This is an optimization exercise on Yosys and OpenROAD, whose aim is small area, a short achievable clock period and few clock cycles per item, not a production implementation. Function was checked by simulation only, so behaviour that the tests miss may differ from the original.

==> design.v <==
package rau_pkg;
  localparam int unsigned FieldW = 32;
  typedef enum logic [1:0] {
    ACT_ADD = 2'd0,
    ACT_MUL = 2'd1,
    ACT_EQ  = 2'd2,
    ACT_RED = 2'd3
  } action_e;
endpackage
module rau_lzc (
  input  logic [31:0] a_i,
  output logic [5:0]  lz_o
);
  always_comb begin
    lz_o = 6'd32;
    for (int i = 0; i < 32; i++) begin
      if (a_i[i]) lz_o = 6'(31 - i);
    end
  end
endmodule
module rational_arithmetic_unit #(
  parameter int unsigned WIDTH = 32
) (
  input  logic              clk_i,
  input  logic              rst_ni,
  input  logic              in_valid,
  output logic              in_ready,
  input  logic [1:0]        in_action,
  input  logic [31:0]       in_a_num,
  input  logic [31:0]       in_a_den,
  input  logic [31:0]       in_b_num,
  input  logic [31:0]       in_b_den,
  output logic              out_valid,
  input  logic              out_ready,
  output logic [31:0]       out_res_num,
  output logic [31:0]       out_res_den,
  output logic              out_is_equal,
  output logic              out_bad_denominator
);
  localparam logic [1:0] K_NORM = 2'd0, K_EUC = 2'd1, K_DIV = 2'd2, K_MUL = 2'd3;
  localparam logic [2:0] L_NONE = 3'd0, L_AN = 3'd1, L_AD = 3'd2, L_BN = 3'd3,
                         L_BD = 3'd4, L_R1 = 3'd5, L_R2 = 3'd6;
  localparam logic [1:0] M_ABS = 2'd0, M_SGN = 2'd1, M_ADDX = 2'd2;
  localparam logic [2:0] SA_NONE = 3'd0, SA_LD = 3'd1, SA_XOR = 3'd2, SA_LDG = 3'd3,
                         SA_P = 3'd4, SA_PG = 3'd5, SA_S0G = 3'd6, SA_S1G = 3'd7;
  localparam logic [1:0] F_NONE = 2'd0, F_LD = 2'd1, F_P = 2'd2;
  logic        run_q, ls_q, ovalid_q;
  logic [4:0]  pc_q;
  logic [1:0]  act_q;
  logic        abad_q, bbad_q, bad_q, eq_q, eqn_q;
  logic        s0_q, s1_q, sg_q, sacc_q, par_q;
  logic [4:0]  cnt_q;
  logic [31:0] x_q, y_q, d_q, q_q, r1_q, r2_q;
  logic [1:0] u_kind, u_mode, u_fs0, u_fs1;
  logic [2:0] u_dld, u_sa;
  logic       u_wx, u_wy, u_wr1, u_wr2, u_zchk, u_eqn, u_eqf, u_fin, u_exr2;
  always_comb begin
    u_kind = K_NORM; u_dld = L_NONE; u_mode = M_ABS;
    u_wx = 1'b0; u_wy = 1'b0; u_wr1 = 1'b0; u_wr2 = 1'b0;
    u_fs0 = F_NONE; u_fs1 = F_NONE; u_sa = SA_NONE;
    u_zchk = 1'b0; u_eqn = 1'b0; u_eqf = 1'b0; u_fin = 1'b0; u_exr2 = 1'b0;
    unique case (act_q)
      rau_pkg::ACT_ADD: begin
        unique case (pc_q)
          5'd0:  u_dld = L_BD;
          5'd1:  begin u_wy = 1'b1; u_fs1 = F_LD; u_dld = L_AD; end
          5'd2:  begin u_wx = 1'b1; u_fs0 = F_LD; end
          5'd3:  begin u_kind = K_EUC; u_exr2 = 1'b1; u_dld = L_BD; end
          5'd4:  begin u_wy = 1'b1; u_sa = SA_LD; u_dld = L_AD; end
          5'd5:  begin u_wx = 1'b1; u_sa = SA_XOR; end
          5'd6:  u_kind = K_MUL;
          5'd7:  begin u_wx = 1'b1; u_sa = SA_PG; u_dld = L_R2; end
          5'd8:  u_wy = 1'b1;
          5'd9:  u_kind = K_DIV;
          5'd10: begin u_zchk = 1'b1; u_mode = M_SGN; u_wr2 = 1'b1; u_dld = L_AN; end
          5'd11: begin u_wy = 1'b1; u_sa = SA_XOR; u_dld = L_R2; end
          5'd12: u_wx = 1'b1;
          5'd13: u_kind = K_MUL;
          5'd14: begin u_wx = 1'b1; u_sa = SA_P; u_dld = L_AD; end
          5'd15: begin u_wy = 1'b1; u_sa = SA_XOR; end
          5'd16: u_kind = K_DIV;
          5'd17: begin u_mode = M_SGN; u_wr1 = 1'b1; u_dld = L_BN; end
          5'd18: begin u_wy = 1'b1; u_sa = SA_LD; u_dld = L_R2; end
          5'd19: begin u_wx = 1'b1; u_sa = SA_XOR; end
          5'd20: u_kind = K_MUL;
          5'd21: begin u_wx = 1'b1; u_sa = SA_P; u_dld = L_BD; end
          5'd22: begin u_wy = 1'b1; u_sa = SA_XOR; end
          5'd23: u_kind = K_DIV;
          5'd24: begin u_mode = M_SGN; u_wx = 1'b1; u_dld = L_R1; end
          default: begin u_mode = M_ADDX; u_wr1 = 1'b1; u_fin = 1'b1; end
        endcase
      end
      rau_pkg::ACT_MUL: begin
        unique case (pc_q)
          5'd0:  u_dld = L_BN;
          5'd1:  begin u_wy = 1'b1; u_sa = SA_LD; u_dld = L_AN; end
          5'd2:  begin u_wx = 1'b1; u_sa = SA_XOR; end
          5'd3:  u_kind = K_MUL;
          5'd4:  begin u_wr1 = 1'b1; u_fs0 = F_P; u_dld = L_BD; end
          5'd5:  begin u_wy = 1'b1; u_sa = SA_LD; u_dld = L_AD; end
          5'd6:  begin u_wx = 1'b1; u_sa = SA_XOR; end
          5'd7:  u_kind = K_MUL;
          5'd8:  begin u_zchk = 1'b1; u_wy = 1'b1; u_wr2 = 1'b1; u_fs1 = F_P; u_dld = L_R1; end
          5'd9:  u_wx = 1'b1;
          5'd10: begin u_kind = K_EUC; u_dld = L_R1; end
          5'd11: begin u_wx = 1'b1; u_sa = SA_S0G; end
          5'd12: u_kind = K_DIV;
          5'd13: begin u_mode = M_SGN; u_wr1 = 1'b1; u_dld = L_R2; end
          5'd14: begin u_wx = 1'b1; u_sa = SA_S1G; end
          5'd15: u_kind = K_DIV;
          default: begin u_mode = M_SGN; u_wr2 = 1'b1; u_fin = 1'b1; end
        endcase
      end
      rau_pkg::ACT_EQ: begin
        unique case (pc_q)
          5'd0:  u_dld = L_AD;
          5'd1:  begin u_wy = 1'b1; u_fs1 = F_LD; u_dld = L_AN; end
          5'd2:  begin u_wx = 1'b1; u_fs0 = F_LD; end
          5'd3:  begin u_kind = K_EUC; u_dld = L_AN; end
          5'd4:  begin u_wx = 1'b1; u_sa = SA_LDG; end
          5'd5:  u_kind = K_DIV;
          5'd6:  begin u_mode = M_SGN; u_wr1 = 1'b1; u_dld = L_AD; end
          5'd7:  begin u_wx = 1'b1; u_sa = SA_LDG; end
          5'd8:  u_kind = K_DIV;
          5'd9:  begin u_mode = M_SGN; u_wr2 = 1'b1; u_dld = L_BD; end
          5'd10: begin u_wy = 1'b1; u_fs1 = F_LD; u_dld = L_BN; end
          5'd11: begin u_wx = 1'b1; u_fs0 = F_LD; end
          5'd12: begin u_kind = K_EUC; u_dld = L_BN; end
          5'd13: begin u_wx = 1'b1; u_sa = SA_LDG; end
          5'd14: u_kind = K_DIV;
          5'd15: begin u_mode = M_SGN; u_eqn = 1'b1; u_dld = L_BD; end
          5'd16: begin u_wx = 1'b1; u_sa = SA_LDG; end
          5'd17: u_kind = K_DIV;
          default: begin u_mode = M_SGN; u_eqf = 1'b1; u_fin = 1'b1; end
        endcase
      end
      default: begin  
        unique case (pc_q)
          5'd0:  u_dld = L_AD;
          5'd1:  begin u_wy = 1'b1; u_fs1 = F_LD; u_dld = L_AN; end
          5'd2:  begin u_wx = 1'b1; u_fs0 = F_LD; end
          5'd3:  begin u_kind = K_EUC; u_dld = L_AN; end
          5'd4:  begin u_wx = 1'b1; u_sa = SA_LDG; end
          5'd5:  u_kind = K_DIV;
          5'd6:  begin u_mode = M_SGN; u_wr1 = 1'b1; u_dld = L_AD; end
          5'd7:  begin u_wx = 1'b1; u_sa = SA_LDG; end
          5'd8:  u_kind = K_DIV;
          default: begin u_mode = M_SGN; u_wr2 = 1'b1; u_fin = 1'b1; end
        endcase
      end
    endcase
  end
  logic [5:0]  lzx, lzy;
  logic [6:0]  ddiff;
  logic        xshort;           
  logic        yzero, dzero, dlo_zero;
  logic [31:0] dalign;
  logic [31:0] src;
  logic        loop_iter;        
  logic        add_a_x;          
  logic        add_sub;
  logic [32:0] sum;
  logic [31:0] s;
  logic        ge;
  logic        sprod;            
  logic        mul_last;
  logic [31:0] xmul;
  rau_lzc u_lzx (.a_i(x_q), .lz_o(lzx));
  rau_lzc u_lzy (.a_i(y_q), .lz_o(lzy));
  assign ddiff  = {1'b0, lzy} - {1'b0, lzx};
  assign xshort = ddiff[6];
  assign yzero  = lzy[5];
  assign dalign = y_q << ddiff[4:0];
  assign dlo_zero = (d_q[30:0] == '0);
  assign dzero    = dlo_zero && !d_q[31];
  assign sprod    = sacc_q ? (!dzero && (!d_q[31] || dlo_zero)) : d_q[31];
  always_comb begin
    unique case (u_dld)
      L_AN:    src = abad_q ? 32'd0 : in_a_num;
      L_AD:    src = abad_q ? 32'd1 : in_a_den;
      L_BN:    src = bbad_q ? 32'd0 : in_b_num;
      L_BD:    src = bbad_q ? 32'd1 : in_b_den;
      L_R1:    src = r1_q;
      default: src = r2_q;
    endcase
  end
  assign loop_iter = (u_kind != K_NORM) && ls_q;
  always_comb begin
    if (loop_iter) begin
      add_a_x = 1'b1;
      add_sub = (u_kind != K_MUL);
    end else begin
      add_a_x = (u_mode == M_ADDX);
      unique case (u_mode)
        M_ABS:   add_sub = d_q[31];
        M_SGN:   add_sub = sacc_q;
        default: add_sub = 1'b0;
      endcase
    end
  end
  assign sum = {1'b0, (add_a_x ? x_q : 32'd0)} + {1'b0, (d_q ^ {32{add_sub}})} + 33'(add_sub);
  assign s   = sum[31:0];
  assign ge  = sum[32];
  assign mul_last = (q_q[31:1] == '0);
  assign xmul     = q_q[0] ? s : x_q;
  logic fin_now;
  assign fin_now   = run_q && (u_kind == K_NORM) && (u_fin || (u_zchk && dzero));
  assign in_ready  = fin_now;
  assign out_valid = ovalid_q;
  assign out_res_num         = r1_q;
  assign out_res_den         = r2_q;
  assign out_is_equal        = eq_q;
  assign out_bad_denominator = bad_q;
  always_ff @(posedge clk_i or negedge rst_ni) begin
    if (!rst_ni) begin
      run_q    <= 1'b0;
      ovalid_q <= 1'b0;
      pc_q     <= '0;
      ls_q     <= 1'b0;
    end else begin
      if (ovalid_q && out_ready) ovalid_q <= 1'b0;
      if (!run_q) begin
        if (in_valid && (!ovalid_q || out_ready)) begin
          run_q <= 1'b1;
          pc_q  <= '0;
          ls_q  <= 1'b0;
        end
      end else if (fin_now) begin
        run_q    <= 1'b0;
        ovalid_q <= 1'b1;
      end else begin
        unique case (u_kind)
          K_EUC: begin
            if (!ls_q) begin
              if (yzero) pc_q <= pc_q + 5'd1;
              else if (!xshort) ls_q <= 1'b1;
            end else if (cnt_q == '0) begin
              ls_q <= 1'b0;
            end
          end
          K_DIV: begin
            if (!ls_q) begin
              if (xshort) pc_q <= pc_q + 5'd1;
              else ls_q <= 1'b1;
            end else if (cnt_q == '0) begin
              ls_q <= 1'b0;
              pc_q <= pc_q + 5'd1;
            end
          end
          K_MUL: begin
            if (!ls_q) begin
              ls_q <= 1'b1;
            end else if (mul_last) begin
              ls_q <= 1'b0;
              pc_q <= pc_q + 5'd1;
            end
          end
          default: pc_q <= pc_q + 5'd1;
        endcase
      end
    end
  end
  always_ff @(posedge clk_i) begin
    if (!run_q) begin
      if (in_valid && (!ovalid_q || out_ready)) begin
        act_q  <= in_action;
        abad_q <= (in_a_den == '0);
        bbad_q <= (in_b_den == '0) && (in_action != rau_pkg::ACT_RED);
        bad_q  <= (in_a_den == '0) || ((in_b_den == '0) && (in_action != rau_pkg::ACT_RED));
        eq_q   <= 1'b0;
      end
    end else begin
      unique case (u_kind)
        K_NORM: begin
          if (u_dld != L_NONE) d_q <= src;
          if (u_wx)  x_q  <= s;
          if (u_wy)  y_q  <= s;
          if (u_wr1) r1_q <= s;
          if (u_wr2) r2_q <= s;
          if (u_fs0 == F_LD) begin s0_q <= d_q[31]; par_q <= 1'b0; end
          if (u_fs0 == F_P)  begin s0_q <= sprod;   par_q <= 1'b0; end
          if (u_fs1 == F_LD) s1_q <= d_q[31];
          if (u_fs1 == F_P)  s1_q <= sprod;
          unique case (u_sa)
            SA_LD:   sacc_q <= d_q[31];
            SA_XOR:  sacc_q <= sacc_q ^ d_q[31];
            SA_LDG:  sacc_q <= d_q[31] ^ sg_q;
            SA_P:    sacc_q <= sprod;
            SA_PG:   sacc_q <= sprod ^ sg_q;
            SA_S0G:  sacc_q <= s0_q ^ sg_q;
            SA_S1G:  sacc_q <= s1_q ^ sg_q;
            default: ;
          endcase
          if (u_eqn) eqn_q <= (s == r1_q);
          if (u_eqf) begin
            eq_q <= eqn_q && (s == r2_q);
            r1_q <= 32'd0;
            r2_q <= 32'd1;
          end
          if (u_zchk && dzero) begin
            bad_q <= 1'b1;
            r1_q  <= 32'd0;
            r2_q  <= 32'd1;
          end
        end
        K_EUC: begin
          if (!ls_q) begin
            if (yzero) begin
              if (u_exr2) r2_q <= x_q;
              else        y_q  <= x_q;
              sg_q <= par_q ? s1_q : s0_q;
              d_q  <= src;
            end else if (xshort) begin
              x_q   <= y_q;
              y_q   <= x_q;
              par_q <= !par_q;
            end else begin
              d_q   <= dalign;
              cnt_q <= ddiff[4:0];
            end
          end else begin
            d_q <= d_q >> 1;
            if (cnt_q == '0) begin
              y_q   <= ge ? s : x_q;
              x_q   <= y_q;
              par_q <= !par_q;
            end else begin
              if (ge) x_q <= s;
              cnt_q <= cnt_q - 5'd1;
            end
          end
        end
        K_DIV: begin
          if (!ls_q) begin
            if (xshort) begin
              d_q <= 32'd0;
            end else begin
              d_q   <= dalign;
              cnt_q <= ddiff[4:0];
              q_q   <= 32'd0;
            end
          end else begin
            if (ge) x_q <= s;
            q_q <= {q_q[30:0], ge};
            if (cnt_q == '0) begin
              d_q <= {q_q[30:0], ge};
            end else begin
              d_q   <= d_q >> 1;
              cnt_q <= cnt_q - 5'd1;
            end
          end
        end
        default: begin  
          if (!ls_q) begin
            if (!xshort && lzx != lzy) begin
              q_q <= y_q;
              d_q <= x_q;
            end else begin
              q_q <= x_q;
              d_q <= y_q;
            end
            x_q <= 32'd0;
          end else begin
            x_q <= xmul;
            q_q <= q_q >> 1;
            if (mul_last) d_q <= xmul;
            else          d_q <= d_q << 1;
          end
        end
      endcase
    end
  end
endmodule
==> run.sh <==
#!/bin/bash
# synth_recipe.tcl (not shown) runs the flow's synth.tcl, then flattens the netlist and writes it again
# the make line also repeats each setting of config.mk as NAME=value (left out here)
make -C /OpenROAD-flow-scripts/flow DESIGN_CONFIG=/design/flow/config.mk WORK_HOME=/design/flow/orfs CLKGATE_MAP_FILE= SYNTH_SCRIPT=/design/flow/synth_recipe.tcl finish
==> config.mk <==
export PLATFORM = sky130hd
export DESIGN_NAME = rational_arithmetic_unit
export DESIGN_NICKNAME = rational_arithmetic_unit
export VERILOG_FILES = /design/flow/design.v
export SDC_FILE = /design/flow/constraint.sdc
export NUM_CORES = 4
export LEC_CHECK = 0
export CAP_MARGIN = 20
export CORE_MARGIN = 2
export CORE_UTILIZATION = 40
export SLEW_MARGIN = 20
==> constraint.sdc <==
create_clock -name core_clock -period 12.0 [get_ports {clk_i}]
set_input_delay 2.4000 -clock core_clock [delete_from_list [all_inputs] [get_ports {clk_i}]]
set_output_delay 2.4000 -clock core_clock [all_outputs]
set_load 0.01 [all_outputs]
==> notes.md <==
## critical path, delay by kind of cell (launching register included)
family	cells	cell delay (ns)
compound gates	6	1.93
fa+ha+maj	1	0.86
xor+xnor	2	0.54
buf+inv	2	0.31
simple gates	10	4.27
mux	1	0.29
flops	1	0.36
## through the flow
stage	area (um^2)	hold slack (ns)
after floorplan	22220	0.5214
after global placement	25160	0.5036
after detailed placement	25170	0.5184
after CTS	26080	0.5355
after global routing	26090	0.5736
final	26110	0.5485
## layout by cell type (no fill, tap or decap), drive strengths merged, types with 13 or more instances in the layout
cell and n:
nand2 276, nor2 240, a21oi 214, edfxtp 209, clkdlybuf4s50 201, mux2i 169
o21ai 166, buf 107, xnor2 73, xor2 60, inv 56, o22ai 53
nor4 50, a222oi 48, ha 48, nor3 48, nand3 47, o221ai 46
nor2b 44, a211oi 41, clkbuf 39, nand2b 38, mux2 36, a221oi 34
o211ai 31, o31ai 31, a22oi 29, nand4 26, a31oi 26, a21o 19
o21a 19, a32oi 18, and2 17, a221o 15, and3 14, o21bai 13
mux4 13, clkinv 13
## state kept, by name, indices dropped and copies added, names as in the netlist, 5 cells and up
name / count
d_q: 32
cnt_q: 5
x_q: 32
q_q: 32
r2_q: 32
r1_q: 32
y_q: 32
pc_q: 5
## layer usage
metal / vias to the layer above / GRT usage [%] / wire length, um
li1: 10430 / - / -
met1: 12300 / 58.69 / 50070
met2: 2158 / 67.89 / 56880
met3: 532 / 14.15 / 18380
met4: 0 / 28.31 / 10540
met5: - / 0 / 0
## kinds of logic (layout without fill, tap and decap cells)
logic type                 after synthesis  after routing  share of synthesized area [%]
AOI/OAI and AO/OA                      890            890                          27.60
xor gates and xnor gates               140            140                          6.139
adders and majority gates               50             50                          2.884
buffers and inverters                  320            419                          5.564
DFF                                    217            217                          29.15
muxes                                  218            218                          10.76
other                                    0              7                              0
and+or+nand+nor                        850            850                          17.91
## path summary, 6_finish.rpt
path | slack, ns | endpoint | cells past startpoint | from
max in group asynchronous | 9.46 | ls_q | 1 | rst_ni
hold / removal | 0.55 | ovalid_q | 2 | ovalid_q
setup / recovery | 3.20 | eq_q | 22 | act_q[0]
min in group asynchronous | 2.13 | pc_q[1] | 1 | rst_ni
setup reg to reg | 3.20 | eq_q | 22 | act_q[0]
hold reg to reg | 0.55 | ovalid_q | 2 | ovalid_q
## cell type report
type	instances	area, um^2	area share, %
multi-input cells	2148	14730	56.43
flip-flops and latches	217	6477	24.81
repair buffers	308	2813	10.77
well taps	748	935.9	3.585
clock buffers	39	772.0	2.957
inverters	59	221.5	0.8483
clock inverters	13	137.6	0.5272
diodes	7	17.52	0.06710
==> notes.md <==
CTS:
- CTS saw 217 sinks.
- The clock-pin transition on the worst setup and hold timing paths is 0.06 ns.
- At the later pin of the worst-skew pair, clock insertion delay measures 0.62 ns.
- The buffer depth of the longest clock path is 3.
- The setup fix buffers added after clock tree synthesis is 0.
- The number of buffers inserted for hold repair after clock tree synthesis is 0.
- The level count of the clock H-tree is 1.
- Clock tree synthesis selected as its root buffer the cell sky130_fd_sc_hd__clkbuf_16.
- Counting the buffers created by CTS gives 28.
- The quantity of gates resized following cts is 0.
- The clock tree from TritonCTS is done.

Die:
- The die extent in y is 239.7 um.
- The floorplan has 86 rows.
- The floorplan step set the die width to 239.7 um.
- The placeable core region is 54990 um^2.
- For this design the top-level I/O count stands at 202.
- For this configuration, the core starts out at a cell density of 40.40%.
- The floorplan step defined a die boundary enclosing 57440 um^2.

Hold path:
- The type of the tightest min-delay check is reg2reg.

Final layout:
- The layout-stage area growth over the synthesis result is 17.51%.
- The utilization of the core after routing is 47.48%.
- The layout has 5367 filler cells.
- The final cell count without fillers is 3539.
- The share of layout cells above drive strength 1 is 9.698%.
- The final net count is 2946.

STA:
- Setup repair after global routing left no endpoint under its margin.
- The setup clock skew after layout is 0.03563 ns.
- The time the final worst path needs with I/O delays and setup is 8.798 ns.
- The worst-margin pin slew is 1.294 ns.
- For the final routed database, the setup TNS stands at 0 ns.
- The worst relative slew slack is 12.84%.
- The number of max-slew violations in the final report came to 0.
- In the finished design, the share of the clock period the worst path needs comes to 73.32%.
- The worst setup margin is 3.202 ns.
- The upper clock frequency limit is 113.7 MHz.
- Setup violations remaining at the end of the flow were counted as 0.
- The final hold violation count came to 0.

Route:
- Once detail routing completed, the nets flagged for antenna violations numbered 0.
- The total number of vias is 25420.
- The pre-antenna-repair detailed-routing pass consisted of 10 iterations.
- Dividing the detail-routed via count by the number of cells gives 7.183.
- Dividing the detail-routed wire length by the instance count gives 38.39 um.
- For this block, the routed nets add up to 135900 um of wire.
- The number of remaining DRC errors is 0.
- The starting DRC count in detailed routing is 4280.

Synth:
- Counting instances in the post-synthesis netlist gives the leading cell types as 276 x sky130_fd_sc_hd__nand2_1, 240 x sky130_fd_sc_hd__nor2_1, 214 x sky130_fd_sc_hd__a21oi_1, 212 x sky130_fd_sc_hd__clkbuf_1, 209 x sky130_fd_sc_hd__edfxtp_1.
- The synthesized area divided by synthesized cell count is 8.274 um^2.
- The cell type with the largest total area after synthesis is sky130_fd_sc_hd__edfxtp_1.
- The cell area after synthesis is 22220 um^2.
- Yosys printed 2 warnings.
- The number of instances in the synthesized netlist is 2685.
- The count of cell types in the netlist is 96.
- The most common cell in the synthesized netlist is sky130_fd_sc_hd__nand2_1.
- Counting every net in the synthesized netlist gives 2869.
- For this run, the register share of the synthesized area comes to 29.15%.
- Among all flip-flop cells after synthesis, the most frequent one is sky130_fd_sc_hd__edfxtp_1.
- The area share of the largest cell type after synthesis is 28.25%.
- The synthesized design contains 209 enable-type register cells.
- The fraction of synthesis flops using an asynchronous set or reset pin is 3.687%.
- By area the synthesized netlist is led by sky130_fd_sc_hd__edfxtp_1 28%, sky130_fd_sc_hd__mux2i_1 7.6%, sky130_fd_sc_hd__a21oi_1 4.8%, sky130_fd_sc_hd__nand2_1 4.7%, sky130_fd_sc_hd__nor2_1 4.1%.
- After synthesis the netlist holds a flip-flop and latch count of 217.

Critical path:
- The delay contributed by the slowest stage of the critical path is 0.86 ns.
- On the critical path, the stage with the largest delay is an instance of sky130_fd_sc_hd__fa_1.
- The worst setup path is of the reg2reg kind.
- STA puts the critical path data arrival time at 9.19 ns.
- STA classifies the critical path endpoint as a flip-flop.
- Walking the worst path, the cells encountered are buf_4 -> nor2_1 -> nand4_1 -> o2111a_1 -> mux2_2 -> a211oi_4 -> nor2_4 -> xnor2_1 -> inv_1 -> fa_1 -> xor2_1 -> o2111ai_1 -> or4b_1 -> a2111oi_2 -> o2111ai_1 -> or4_1 -> nor4_1 -> and4_1 -> nand4_1 -> a2111oi_2 -> nand4_1 -> nor4_2.
- The most prevalent standard cell on the critical path is sky130_fd_sc_hd__nand4_1.
- The critical path data required time is 12.39 ns.
- The startpoint kind of the worst setup timing path is a flip-flop.
- The top fanout value on the critical path is 23.

Global route:
- The first-pass GRT wire length is 185400 um.
- The initial antenna violation count is 6.
- For this run the aggregate overflow at the end of global routing stands at 0.
- The maximum number of pins on one net before global-route repair is 69.
- The number of global-route vias before repair is 23140.
- The total global-route track usage is 46.05%.

Placement:
- Including well taps, the total number of placed cells is 3479.
- The count of input and output buffers is 201.
- The sum of net half-perimeters after detailed placement is 99710 um.
- At the end of routability-driven placement, the weighted congestion stood at 1.055.
- Prior to clock tree synthesis, the placed netlist has a worst setup slack of 3.480 ns.

Status:
- The flow ran to the end and the layout has no timing, DRC or antenna violations.

Job:
- Max-cap violations in this run came to 0.
Testbench counts, summed over its fixed seeds: cycles 141,071, items 960.

[port drivers added, routing unchanged]
No port has a modelled driver above. Below, the same layout with a new extraction and two added sets of constraints.
Step 1 assumes that a clkbuf_16 drives the clock port and a buf_2 every other input.
Step 2 moves the port delays by t, midway between the first and last clock arrival at a register: inputs arrive t later, outputs are due t later. That takes back most of the time a late clock gives input paths.
Three values: no drivers, after step 1, after step 2; two values: the first two.
shift t [ns]: 0.665
setup slack, ns: 3.202 / 3.202 / 3.202
hold WS [ns]: 0.548 / 0.548 / 0.548
worst slew at a driven data input, ns: 0.08
After both steps setup and hold are still met in this run. For this run, drivers alone change the setup slack by 0.000 ns; drivers and shift together by 0.000 ns.
